Background: an optimization exercise with open tools, aiming at small area, a short achievable clock period and few clock cycles per item. Do not read the settings as production practice. RTL that was checked went through simulation tests only; none was proved equivalent to the original. Power is estimated from default activity; no workload was simulated.

Setup of v6:
Design peer_retry_backoff_scheduler_top, start of the top module:
module peer_retry_backoff_scheduler_top (
  input  logic         clk,
  input  logic         rst,
  input  logic         s_tvalid,
  output logic         s_tready,
  input  logic [95:0]  s_tdata,
  input  logic [1:0]   s_tuser,
  output logic         m_tvalid,
  input  logic         m_tready,
  output logic [63:0]  m_tdata,
  output logic [1:0]   m_tuser,
  output logic         m_tlast,
  input  logic         cfg_valid,
  output logic         cfg_ready,
  input  logic [1:0]   cfg_index,
  input  logic [15:0]  cfg_data
);
Size: roughly 4400 cells after synthesis, roughly 1100 flip-flops, about 53000 um2 of cells after synthesis.
Settings: LEC_CHECK=0, CAP_MARGIN=20, CORE_MARGIN=2, CORE_UTILIZATION=40, SETUP_SLACK_MARGIN=5, SLEW_MARGIN=20; clock period 10.0 ns.
run.sh (not shown) runs the stock make flow with config.mk's settings and CLKGATE_MAP_FILE= SYNTH_SCRIPT=/design/flow/synth_recipe.tcl, a recipe that flattens the netlist after the stock synthesis.
v6 ended with every stage complete and zero timing, DRC or antenna violations.
Setup changes, v6 to v7
-- flow/config.mk --
<<< v6, line 11
export SETUP_SLACK_MARGIN = 5
>>> v7, line 11
### Flow results
~same total standard cell area after synthesis in v7 and v6
Of v7 and v6, the run reporting the lower final cell utilization of the core was v7.
v7 against v6: design area fell about 8%, count of clock-buffer cells in the layout went down, total chip power shows a reduction of 290 uW.
A top routing layer in use of met4 is what v7 shows, while met5 belongs to v6.
No functional check of the RTL was part of any run of this note.

========
## tundra
Another version of the RTL of peer_retry_backoff_scheduler_top (not shown whole).
Size: roughly 190 I/O pins, about 51000 um^2 of cells after synthesis.
Settings: LEC_CHECK=0, CAP_MARGIN=20, CORE_MARGIN=2, CORE_UTILIZATION=60, PLACE_DENSITY=0.72, SETUP_SLACK_MARGIN=5, SLEW_MARGIN=20; clock period 10.0 ns.
standard.sh (not shown) runs the stock make flow with config.mk's settings and CLKGATE_MAP_FILE= SYNTH_SCRIPT=/design/flow/synth_recipe.tcl, a recipe that flattens the netlist after the stock synthesis.
==> flow/flow/run.sh <==
#!/bin/bash
set -euo pipefail
sed 's/SETUP_SLACK_MARGIN=[0-9.]*/SETUP_SLACK_MARGIN=5.7/' standard.sh > standard_margin.sh
grep -q 'SETUP_SLACK_MARGIN=5.7' standard_margin.sh
bash standard_margin.sh > layout.log 2>&1
The flow did not stop early for tundra: all stages ran, and the layout cleared the timing, DRC and antenna checks.
Modified inputs, amber compared to tundra
- a change of CORE_UTILIZATION from 60 to 40
- a deleted PLACE_DENSITY that had been 0.72
==> flow/run.sh (new file) <==
#!/bin/bash
# synth_recipe.tcl (not shown) runs the flow's synth.tcl, then flattens the netlist and writes it again
# the make line also repeats each setting of config.mk as NAME=value (left out here)
make -C /OpenROAD-flow-scripts/flow DESIGN_CONFIG=/design/flow/config.mk WORK_HOME=/design/flow/orfs CLKGATE_MAP_FILE= SYNTH_SCRIPT=/design/flow/synth_recipe.tcl finish
removed: flow/flow/run.sh
removed: flow/standard.sh
### Flow results
Post-placement setup slack: amber vs tundra up 160 ps. Compared with tundra, post-detailed-placement cell area in amber increased slightly. Taking tundra as the reference, in amber final critical-path required period grew by 13 ps, clock-buffer cell count shrank by about 6%, mean number of vias per cell shrank by 13%. [amber vs tundra] final worst setup slack: lower in amber. amber and tundra ended up with nearly the same share of the clock period used by the worst path. Reported for amber and tundra, flip-flop and latch count turned out identical to the last digit. Changes observed in amber relative to tundra: post-route total power held steady, non-filler instance count after layout grew by about 5.5%.
#### Input delta (garnet over amber)
- PLACE_DENSITY: unset -> 0.72
- CORE_UTILIZATION: 40 -> 60
Results
Taking amber as the reference point, the wire length of garnet falls by 1.4%.
garnet vs. amber: power consumed by combinational cells went up by about 0.5%.
Worst-margin pin slew: garnet vs amber up 210 ps
Per the comparison of garnet with amber, sequential share of layout area increased by 1.0 points relative to the old numbers; largest net degree at the start of global routing now larger; final cycle utilization of the critical path saw an increase; clock power down 6.3%.
Lower floorplan row count was reported by garnet, not amber.
The core of garnet is more densely filled than that of amber.
Taking amber as the reference point, the hold slack of garnet rises by 4.7 ps.
No functional check of the RTL was part of any run of this note.

========
Another version of the RTL of peer_retry_backoff_scheduler_top (not shown whole).
For scale: about 3800 cells after synthesis, about 1000 flip-flops, ~190 I/O pins, ~48000 um2 of cells after synthesis.
clock: 10.0 ns
lec_check: 0
cap_margin: 20
core_margin: 2
core_utilization: 40
slew_margin: 20
run.sh (not shown) runs the stock make flow with config.mk's settings and CLKGATE_MAP_FILE= SYNTH_SCRIPT=/design/flow/synth_recipe.tcl, a recipe that flattens the netlist after the stock synthesis.
Stock flow here: none of the scripts above is used.
The first run went through all stages and came out clean.
Testbench counts at the start, summed over its fixed seeds: cycles 10,336, items 8,000.
==> next run, changes <==
ABC_CLOCK_PERIOD_IN_PS = 3000   (was not set)
SETUP_SLACK_MARGIN = 5   (was not set)
Result: Synthesized area does not change; synthesized cell count is unchanged; flip-flop and latch count stays the same; cell count went up by a few percent; total power went up slightly; core utilization went up by 4.2 points; routed wire length went up by a little under a tenth; register-to-register slack gains 1800 ps.

========
## run 1
peer_retry_backoff_scheduler_top, a different RTL version from the one above (not shown whole).
Size: roughly 4,200 cells after synthesis, ~51,000 sq um of cells after synthesis.
export LEC_CHECK = 0
export CAP_MARGIN = 20
export CORE_MARGIN = 2
export CORE_UTILIZATION = 40
export CTS_CLUSTER_DIAMETER = 80
export CTS_CLUSTER_SIZE = 30
export SETUP_SLACK_MARGIN = 5
export SLEW_MARGIN = 20
create_clock -name core_clock -period 10.0 [get_ports {clk}]
standard.sh (not shown) runs the stock make flow with config.mk's settings and CLKGATE_MAP_FILE= SYNTH_SCRIPT=/design/flow/synth_recipe.tcl, a recipe that flattens the netlist after the stock synthesis.
==> flow/flow/run.sh <==
#!/bin/bash
set -euo pipefail
sed 's/SETUP_SLACK_MARGIN=[0-9.]*/SETUP_SLACK_MARGIN=5.8/' standard.sh > standard_margin.sh
grep -q 'SETUP_SLACK_MARGIN=5.8' standard_margin.sh
bash standard_margin.sh > layout.log 2>&1
Run 1 went all the way through synthesis, placement and routing and the layout is clean on timing, DRC and antenna.
Testbench counts of run 1, summed over its fixed seeds: cycles 10,336, items 8,000.
Setup changes, run 1 to run 2
==> flow/flow/run.sh <==
#!/bin/bash
set -euo pipefail
sed 's/SETUP_SLACK_MARGIN=[0-9.]*/SETUP_SLACK_MARGIN=5.6/' standard.sh > standard_margin.sh
grep -q 'SETUP_SLACK_MARGIN=5.6' standard_margin.sh
bash standard_margin.sh > layout.log 2>&1
diff --git a/flow/config.mk b/flow/config.mk
--- a/flow/config.mk
+++ b/flow/config.mk
@@ -10,4 +10,2 @@
 export CORE_UTILIZATION = 40
-export CTS_CLUSTER_DIAMETER = 80
-export CTS_CLUSTER_SIZE = 30
 export SETUP_SLACK_MARGIN = 5
Findings:
Run 2 ends up with lower fraction of area in multi-input gates than run 1 does. Run 2 against run 1: count of buffers added by post-CTS timing repair for setup shrank by 35%; final non-filler cell total held steady; share of power burned in combinational logic shrank by 2.4 points. Run 1 → run 2: slew at the pin closest to its max-slew limit +0.13 ns; fraction of the core area covered by cells at the end of the flow -0.68 points. No run among run 2 and run 1 stopped early or left any final violation; all are clean.
Setup changes, run 2 to run 3
==> flow/run.sh (new file) <==
#!/bin/bash
# synth_recipe.tcl (not shown) runs the flow's synth.tcl, then flattens the netlist and writes it again
# the make line also repeats each setting of config.mk as NAME=value (left out here)
make -C /OpenROAD-flow-scripts/flow DESIGN_CONFIG=/design/flow/config.mk WORK_HOME=/design/flow/orfs CLKGATE_MAP_FILE= SYNTH_SCRIPT=/design/flow/synth_recipe.tcl finish
diff --git a/flow/config.mk b/flow/config.mk
--- a/flow/config.mk
+++ b/flow/config.mk
@@ -10,2 +10,4 @@
 export CORE_UTILIZATION = 40
+export CTS_CLUSTER_DIAMETER = 80
+export CTS_CLUSTER_SIZE = 30
 export SETUP_SLACK_MARGIN = 5
removed: flow/flow/run.sh
removed: flow/standard.sh
Run 3: done, clean on timing, DRC and antenna. Run 3 vs run 2, fraction of area in clock buffers and inverters went down by 2.5 points. Comparing clock power for run 2 and run 3, the smaller number came from run 3. [run 3] fraction of the cycle the final worst path needs rose 4.4 points relative to run 2. Re diode insertion count for antenna repair: run 2 was higher than run 3. Diff run 2 -> run 3: first-pass GRT wire length dropped about 2.6%, count of clock-buffer cells in the layout dropped about 60%. Compared with run 2, run 3 shows wire length lower by 5.3%. In terms of sequential power, run 3 and run 2 differ only marginally.
Edits applied to the flow inputs when going from run 3 to run 4:
==> flow/flow/run.sh (new file) <==
#!/bin/bash
set -euo pipefail
sed 's/SETUP_SLACK_MARGIN=[0-9.]*/SETUP_SLACK_MARGIN=5.6/' standard.sh > standard_margin.sh
grep -q 'SETUP_SLACK_MARGIN=5.6' standard_margin.sh
bash standard_margin.sh > layout.log 2>&1
==> flow/standard.sh (new file) <==
#!/bin/bash
# synth_recipe.tcl (not shown) runs the flow's synth.tcl, then flattens the netlist and writes it again
# the make line also repeats each setting of config.mk as NAME=value (left out here)
make -C /OpenROAD-flow-scripts/flow DESIGN_CONFIG=/design/flow/config.mk WORK_HOME=/design/flow/orfs CLKGATE_MAP_FILE= SYNTH_SCRIPT=/design/flow/synth_recipe.tcl "${@:-finish}"
diff --git a/flow/config.mk b/flow/config.mk
--- a/flow/config.mk
+++ b/flow/config.mk
@@ -10,4 +10,4 @@
 export CORE_UTILIZATION = 40
-export CTS_CLUSTER_DIAMETER = 80
-export CTS_CLUSTER_SIZE = 30
+export CTS_CLUSTER_DIAMETER = 60
+export CTS_CLUSTER_SIZE = 20
 export SETUP_SLACK_MARGIN = 5
removed: flow/run.sh
## What came out
In the tables for run 3 and run 4, final worst slack reads lower with run 3. Compared with run 3, run 4 shows a higher part of the total power dissipated in the clock network. Diff run 3..run 4 | combined area of all synthesized cells | unchanged. Between run 4 and run 3, the area after detailed placement does not differ in any meaningful way.
[inputs] run 5 vs run 4
==> flow/run.sh (new file) <==
#!/bin/bash
# synth_recipe.tcl (not shown) runs the flow's synth.tcl, then flattens the netlist and writes it again
# the make line also repeats each setting of config.mk as NAME=value (left out here)
make -C /OpenROAD-flow-scripts/flow DESIGN_CONFIG=/design/flow/config.mk WORK_HOME=/design/flow/orfs CLKGATE_MAP_FILE= SYNTH_SCRIPT=/design/flow/synth_recipe.tcl finish
diff --git a/flow/config.mk b/flow/config.mk
--- a/flow/config.mk
+++ b/flow/config.mk
@@ -10,4 +10,3 @@
 export CORE_UTILIZATION = 40
-export CTS_CLUSTER_DIAMETER = 60
-export CTS_CLUSTER_SIZE = 20
+export CTS_BUF_LIST = sky130_fd_sc_hd__clkbuf_4 sky130_fd_sc_hd__clkbuf_8
 export SETUP_SLACK_MARGIN = 5
removed: flow/flow/run.sh
removed: flow/standard.sh
==> run notes <==
Wire length (run 5 vs. run 4) decreases by a few percent
Compared with run 4, final RePlAce weighted congestion in run 5 increased by a little under 10%.
Final design utilization ended up 2.2 points lower on run 5 than on run 4.

port drivers added, routing unchanged:
Ports are ideal in the flow. The routed layouts listed here were re-timed in OpenROAD.
Step 1 (the two cells are an assumption about what drives the block):
set clk [get_ports {clk}]
set_driving_cell -lib_cell sky130_fd_sc_hd__clkbuf_16 $clk
set_driving_cell -lib_cell sky130_fd_sc_hd__buf_2 [delete_from_list [all_inputs] $clk]
Step 2 moves the port delays by t, midway between the first and last clock arrival at a register: inputs arrive t later, outputs are due t later. That takes back most of the time a late clock gives input paths.
Slacks: no drivers / after step 1 / after step 2; pairs: no drivers / after step 1.
| run | shift t [ns] | slack for setup (ns) | worst setup path after step 2 | latest minus earliest clock arrival (ns) |
|---|---|---|---|---|
| v6 | 0.834 | 4.673 / 4.673 / 4.673 | register to register | 0.127 / 0.127 |
| v7 | 0.834 | 2.625 / 2.625 / 2.625 | register to register | 0.099 / 0.100 |
| tundra | 0.756 | 5.078 / 5.046 / 4.787 | input to register | 0.036 / 0.036 |
| amber | 0.812 | 5.064 / 5.064 / 4.744 | input to register | 0.032 / 0.032 |
| garnet | 0.770 | 4.982 / 4.971 / 4.626 | input to register | 0.031 / 0.031 |
| the first run of note 3 | 0.783 | 1.522 / 1.522 / 1.522 | register to register | 0.038 / 0.038 |
| the second run of note 3 | 0.783 | 3.361 / 3.361 / 3.361 | register to register | 0.042 / 0.042 |
| run 1 | 0.767 | 5.471 / 5.484 / 4.751 | input to register | 0.064 / 0.064 |
| run 2 | 0.801 | 5.487 / 5.487 / 4.806 | input to register | 0.022 / 0.022 |
| run 3 | 0.759 | 5.048 / 5.048 / 4.791 | input to register | 0.041 / 0.042 |
| run 4 | 0.776 | 5.532 / 5.495 / 4.802 | input to register | 0.041 / 0.041 |
| run 5 | 0.996 | 5.099 / 5.099 / 4.623 | input to register | 0.044 / 0.044 |
After both steps every run listed still meets setup and hold. For run 4, which loses most, drivers alone change the setup slack by -0.037 ns; drivers and shift together by -0.730 ns.
